Background: an optimization exercise with open tools, aiming at small area, a short achievable clock period and few clock cycles per item. Do not read the settings as production practice.
Only simulation tests tie the RTL to the original design; equivalence was not proved.

==> module perceptron_weight_trainer, before the edit <==
module perceptron_weight_trainer
#(
  parameter int TABLE_DEPTH = 64,
  parameter int IDX_W       = 6,
  parameter int INIT_W      = 8
)
(
  input  logic                   clk,
  input  logic                   reset_n,
  input  logic                   train_valid,
  output logic                   train_ready,
  input  logic [IDX_W-1:0]       train_idx,
  input  logic [NUM_WEIGHTS-1:0] train_hist,
  input  logic                   train_taken,
  input  logic                   train_pred,
  input  logic                   train_confident,
  input  logic [IDX_W-1:0]       rd_idx,
  output logic [ROW_W-1:0]       rd_weights,
  output logic                   upd_done,
  output logic                   upd_written,
  output logic                   init_busy
);
  localparam logic [WEIGHT_W-1:0] INIT_FIELD = WEIGHT_W'(INIT_W);
  localparam logic [ROW_W-1:0]    INIT_ROW   = {NUM_WEIGHTS{INIT_FIELD}};
  logic [TABLE_DEPTH-1:0][ROW_W-1:0] mem;
  logic                   init_wr;
  logic                   req_v;
  logic                   req_wr;      
  logic [IDX_W-1:0]       req_idx;
  logic [NUM_WEIGHTS-1:0] req_hist;
  logic                   req_taken;
  logic [ROW_W-1:0]       req_row;     
  logic [TABLE_DEPTH-1:0] wr_sel;      
  logic                   accept;
  logic                   skip;
  logic                   wr_now;
  logic                   tr_fwd;
  logic                   rd_fwd;
  logic [ROW_W-1:0]       new_row;
  logic [ROW_W-1:0]       wdata;
  logic [TABLE_DEPTH-1:0] tr_dec;
  assign accept = train_valid && train_ready;
  assign skip   = (train_pred == train_taken) && train_confident;
  assign wr_now = req_v && req_wr;
  for (genvar g = 0; g < NUM_WEIGHTS; g++) begin : g_upd
    sat_weight_update u_sat (
      .w      (req_row[g*WEIGHT_W +: WEIGHT_W]),
      .inc    (req_hist[g] == req_taken),
      .w_next (new_row[g*WEIGHT_W +: WEIGHT_W])
    );
  end
  assign wdata = init_wr ? INIT_ROW : new_row;
  for (genvar r = 0; r < TABLE_DEPTH; r++) begin : g_row
    always_ff @(posedge clk) begin
      if (init_wr || wr_sel[r]) begin
        mem[r] <= wdata;
      end
    end
  end
  logic [TABLE_DEPTH-1:0] tr_sel;
  logic [TABLE_DEPTH-1:0] rd_sel;
  idx_decode u_tr_dec (.idx (train_idx), .mask ('0),     .sel (tr_dec));
  idx_decode u_tr_sel (.idx (train_idx), .mask (wr_sel), .sel (tr_sel));
  idx_decode u_rd_sel (.idx (rd_idx),    .mask (wr_sel), .sel (rd_sel));
  assign tr_fwd = wr_now && (req_idx == train_idx);
  assign rd_fwd = wr_now && (req_idx == rd_idx);
  row_read u_tr_read (
    .mem   (mem),
    .sel   (tr_sel),
    .fwd   (tr_fwd),
    .fdata (new_row),
    .data  (req_row_d)
  );
  row_read u_rd_read (
    .mem   (mem),
    .sel   (rd_sel),
    .fwd   (rd_fwd),
    .fdata (new_row),
    .data  (rd_weights_d)
  );
  logic [ROW_W-1:0] req_row_d;
  logic [ROW_W-1:0] rd_weights_d;
  always_ff @(posedge clk) begin
    if (!reset_n) begin
      init_wr     <= 1'b1;
      init_busy   <= 1'b1;
      train_ready <= 1'b0;
      req_v       <= 1'b0;
      wr_sel      <= '0;
    end else begin
      init_wr <= 1'b0;
      if (!init_wr && init_busy) begin
        init_busy   <= 1'b0;
        train_ready <= 1'b1;
      end
      req_v  <= accept;
      wr_sel <= tr_dec & {TABLE_DEPTH{accept && !skip}};
    end
  end
  always_ff @(posedge clk) begin
    req_wr    <= !skip;
    req_idx   <= train_idx;
    req_hist  <= train_hist;
    req_taken <= train_taken;
    req_row   <= req_row_d;
  end
  assign upd_done    = req_v;
  assign upd_written = req_wr;
  always_ff @(posedge clk) begin
    rd_weights <= rd_weights_d;
  end
endmodule
==> module row_read, before the edit <==
module row_read
(
  input  logic [63:0][perceptron_pkg::ROW_W-1:0] mem,
  input  logic [63:0]                            sel,
  input  logic                                   fwd,
  input  logic [perceptron_pkg::ROW_W-1:0]       fdata,
  output logic [perceptron_pkg::ROW_W-1:0]       data
);
  localparam int W = perceptron_pkg::ROW_W;
  logic [21:0][W-1:0] n;
  logic [5:0][W-1:0]  p;
  logic [2:0][W-1:0]  q;
  logic [W-1:0]       fn;
  for (genvar k = 0; k < 21; k++) begin : g_sl
    row_aoi3 u_sl (
      .s   (sel[3*k +: 3]),
      .a   (mem[3*k]), .b (mem[3*k+1]), .c (mem[3*k+2]),
      .y_n (n[k])
    );
  end
  nand2_w u_last (.a (mem[63]), .b ({W{sel[63]}}), .y (n[21]));
  for (genvar k = 0; k < 5; k++) begin : g_p
    nand4_w u_p (.a (n[4*k]), .b (n[4*k+1]), .c (n[4*k+2]), .d (n[4*k+3]), .y (p[k]));
  end
  nand2_w u_p5 (.a (n[20]), .b (n[21]), .y (p[5]));
  for (genvar k = 0; k < 3; k++) begin : g_q
    nor2_w u_q (.a (p[2*k]), .b (p[2*k+1]), .y (q[k]));
  end
  nand2_w u_fn (.a (fdata), .b ({W{fwd}}), .y (fn));
  nand4_w u_out (.a (q[0]), .b (q[1]), .c (q[2]), .d (fn), .y (data));
endmodule
clock: 5.0 ns
lec_check: 0
cap_margin: 20
cell_pad_in_sites_detail_placement: 1
cell_pad_in_sites_global_placement: 1
core_margin: 2
core_utilization: 45
cts_cluster_diameter: 60
cts_cluster_size: 24
gpl_timing_driven: 0
place_density: 0.55
setup_slack_margin: 2.5
slew_margin: 20
synth_hierarchical: 1
synth_minimum_keep_size: 0
run.sh (not shown) runs the stock make flow with config.mk's settings and CLKGATE_MAP_FILE= SYNTH_SCRIPT=/design/flow/synth_recipe.tcl, a recipe that flattens the netlist after the stock synthesis.
The starting point completed with no timing, DRC or antenna violations.
Testbench counts at the start, summed over its fixed seeds: cycles 16,008, items 16,000.
Then changed:
--- a/flow/design.v
+++ b/flow/design.v
@@ -63,12 +63,16 @@
   logic                   req_v;
   logic                   req_wr;      
   logic [IDX_W-1:0]       req_idx;
   logic [NUM_WEIGHTS-1:0] req_hist;
   logic                   req_taken;
   logic [ROW_W-1:0]       req_row;     
+  logic [ROW_W-1:0]       req_h0_n;    
+  logic [ROW_W-1:0]       req_h1_n;
+  logic [ROW_W-1:0]       rd_h0_n;     
+  logic [ROW_W-1:0]       rd_h1_n;
   logic [TABLE_DEPTH-1:0] wr_sel;      
   logic                   accept;
   logic                   skip;
   logic                   wr_now;
   logic                   tr_fwd;
   logic                   rd_fwd;
@@ -102,23 +106,24 @@
   assign rd_fwd = wr_now && (req_idx == rd_idx);
   row_read u_tr_read (
     .mem   (mem),
     .sel   (tr_sel),
     .fwd   (tr_fwd),
     .fdata (new_row),
-    .data  (req_row_d)
+    .half0_n (tr_h0_d),
+    .half1_n (tr_h1_d)
   );
   row_read u_rd_read (
     .mem   (mem),
     .sel   (rd_sel),
     .fwd   (rd_fwd),
     .fdata (new_row),
-    .data  (rd_weights_d)
+    .half0_n (rd_h0_d),
+    .half1_n (rd_h1_d)
   );
-  logic [ROW_W-1:0] req_row_d;
-  logic [ROW_W-1:0] rd_weights_d;
+  logic [ROW_W-1:0] tr_h0_d, tr_h1_d, rd_h0_d, rd_h1_d;
   always_ff @(posedge clk) begin
     if (!reset_n) begin
       init_wr     <= 1'b1;
       init_busy   <= 1'b1;
       train_ready <= 1'b0;
       req_v       <= 1'b0;
@@ -135,19 +140,23 @@
   end
   always_ff @(posedge clk) begin
     req_wr    <= !skip;
     req_idx   <= train_idx;
     req_hist  <= train_hist;
     req_taken <= train_taken;
-    req_row   <= req_row_d;
-  end
+    req_h0_n  <= tr_h0_d;
+    req_h1_n  <= tr_h1_d;
+  end
+  assign req_row = ~(req_h0_n & req_h1_n);
   assign upd_done    = req_v;
   assign upd_written = req_wr;
   always_ff @(posedge clk) begin
-    rd_weights <= rd_weights_d;
-  end
+    rd_h0_n <= rd_h0_d;
+    rd_h1_n <= rd_h1_d;
+  end
+  assign rd_weights = ~(rd_h0_n & rd_h1_n);
 endmodule
 module idx_decode
 (
   input  logic [5:0]  idx,
   input  logic [63:0] mask,
   output logic [63:0] sel
@@ -194,36 +203,34 @@
 module row_read
 (
   input  logic [63:0][perceptron_pkg::ROW_W-1:0] mem,
   input  logic [63:0]                            sel,
   input  logic                                   fwd,
   input  logic [perceptron_pkg::ROW_W-1:0]       fdata,
-  output logic [perceptron_pkg::ROW_W-1:0]       data
+  output logic [perceptron_pkg::ROW_W-1:0]       half0_n,
+  output logic [perceptron_pkg::ROW_W-1:0]       half1_n
 );
   localparam int W = perceptron_pkg::ROW_W;
   logic [21:0][W-1:0] n;
   logic [5:0][W-1:0]  p;
-  logic [2:0][W-1:0]  q;
   logic [W-1:0]       fn;
   for (genvar k = 0; k < 21; k++) begin : g_sl
     row_aoi3 u_sl (
       .s   (sel[3*k +: 3]),
       .a   (mem[3*k]), .b (mem[3*k+1]), .c (mem[3*k+2]),
       .y_n (n[k])
     );
   end
   nand2_w u_last (.a (mem[63]), .b ({W{sel[63]}}), .y (n[21]));
+  nand2_w u_fn (.a (fdata), .b ({W{fwd}}), .y (fn));
   for (genvar k = 0; k < 5; k++) begin : g_p
     nand4_w u_p (.a (n[4*k]), .b (n[4*k+1]), .c (n[4*k+2]), .d (n[4*k+3]), .y (p[k]));
   end
-  nand2_w u_p5 (.a (n[20]), .b (n[21]), .y (p[5]));
-  for (genvar k = 0; k < 3; k++) begin : g_q
-    nor2_w u_q (.a (p[2*k]), .b (p[2*k+1]), .y (q[k]));
-  end
-  nand2_w u_fn (.a (fdata), .b ({W{fwd}}), .y (fn));
-  nand4_w u_out (.a (q[0]), .b (q[1]), .c (q[2]), .d (fn), .y (data));
+  nand3_w u_p5 (.a (n[20]), .b (n[21]), .c (fn), .y (p[5]));
+  nor3_w u_h0 (.a (p[0]), .b (p[1]), .c (p[2]), .y (half0_n));
+  nor3_w u_h1 (.a (p[3]), .b (p[4]), .c (p[5]), .y (half1_n));
 endmodule
 module row_aoi3
 (
   input  logic [2:0]                         s,
   input  logic [perceptron_pkg::ROW_W-1:0]   a,
   input  logic [perceptron_pkg::ROW_W-1:0]   b,
@@ -257,6 +264,24 @@
   input  logic [perceptron_pkg::ROW_W-1:0] a,
   input  logic [perceptron_pkg::ROW_W-1:0] b,
   output logic [perceptron_pkg::ROW_W-1:0] y
 );
   assign y = ~(a | b);
 endmodule
+module nand3_w
+(
+  input  logic [perceptron_pkg::ROW_W-1:0] a,
+  input  logic [perceptron_pkg::ROW_W-1:0] b,
+  input  logic [perceptron_pkg::ROW_W-1:0] c,
+  output logic [perceptron_pkg::ROW_W-1:0] y
+);
+  assign y = ~(a & b & c);
+endmodule
+module nor3_w
+(
+  input  logic [perceptron_pkg::ROW_W-1:0] a,
+  input  logic [perceptron_pkg::ROW_W-1:0] b,
+  input  logic [perceptron_pkg::ROW_W-1:0] c,
+  output logic [perceptron_pkg::ROW_W-1:0] y
+);
+  assign y = ~(a | b | c);
+endmodule
Outcome: Fmax climbs by a little under a tenth. Synthesized cell count does not change. Clock-buffer cell count climbs by 16. Die area climbs slightly. Worst setup slack improves by 0.25 ns.
Testbench counts after the change, summed over its fixed seeds: cycles 16,008, items 16,000.

==> static timing again, ports no longer ideal <==
Ports are ideal in the flow. The routed layouts listed here were re-timed in OpenROAD. Step 1 (the two cells are an assumption about what drives the block):
set clk [get_ports {clk}]
set_driving_cell -lib_cell sky130_fd_sc_hd__clkbuf_16 $clk
set_driving_cell -lib_cell sky130_fd_sc_hd__buf_2 [delete_from_list [all_inputs] $clk]
Step 2 also shifts input and output timing later by t, the mid clock arrival at the registers, as if the neighbouring blocks saw the same clock. Three values: ideal, step 1, step 2; two values: the first two.
run	t, ns	setup WS [ns]	worst setup path at the end
the first run	1.013	1.980 / 1.990 / 0.977	input to register
the second run	1.019	2.228 / 2.209 / 1.189	input to register
After both steps setup and hold are still met in every run listed. For the second run, which loses most, drivers alone change the setup slack by -0.019 ns; drivers and shift together by -1.039 ns.
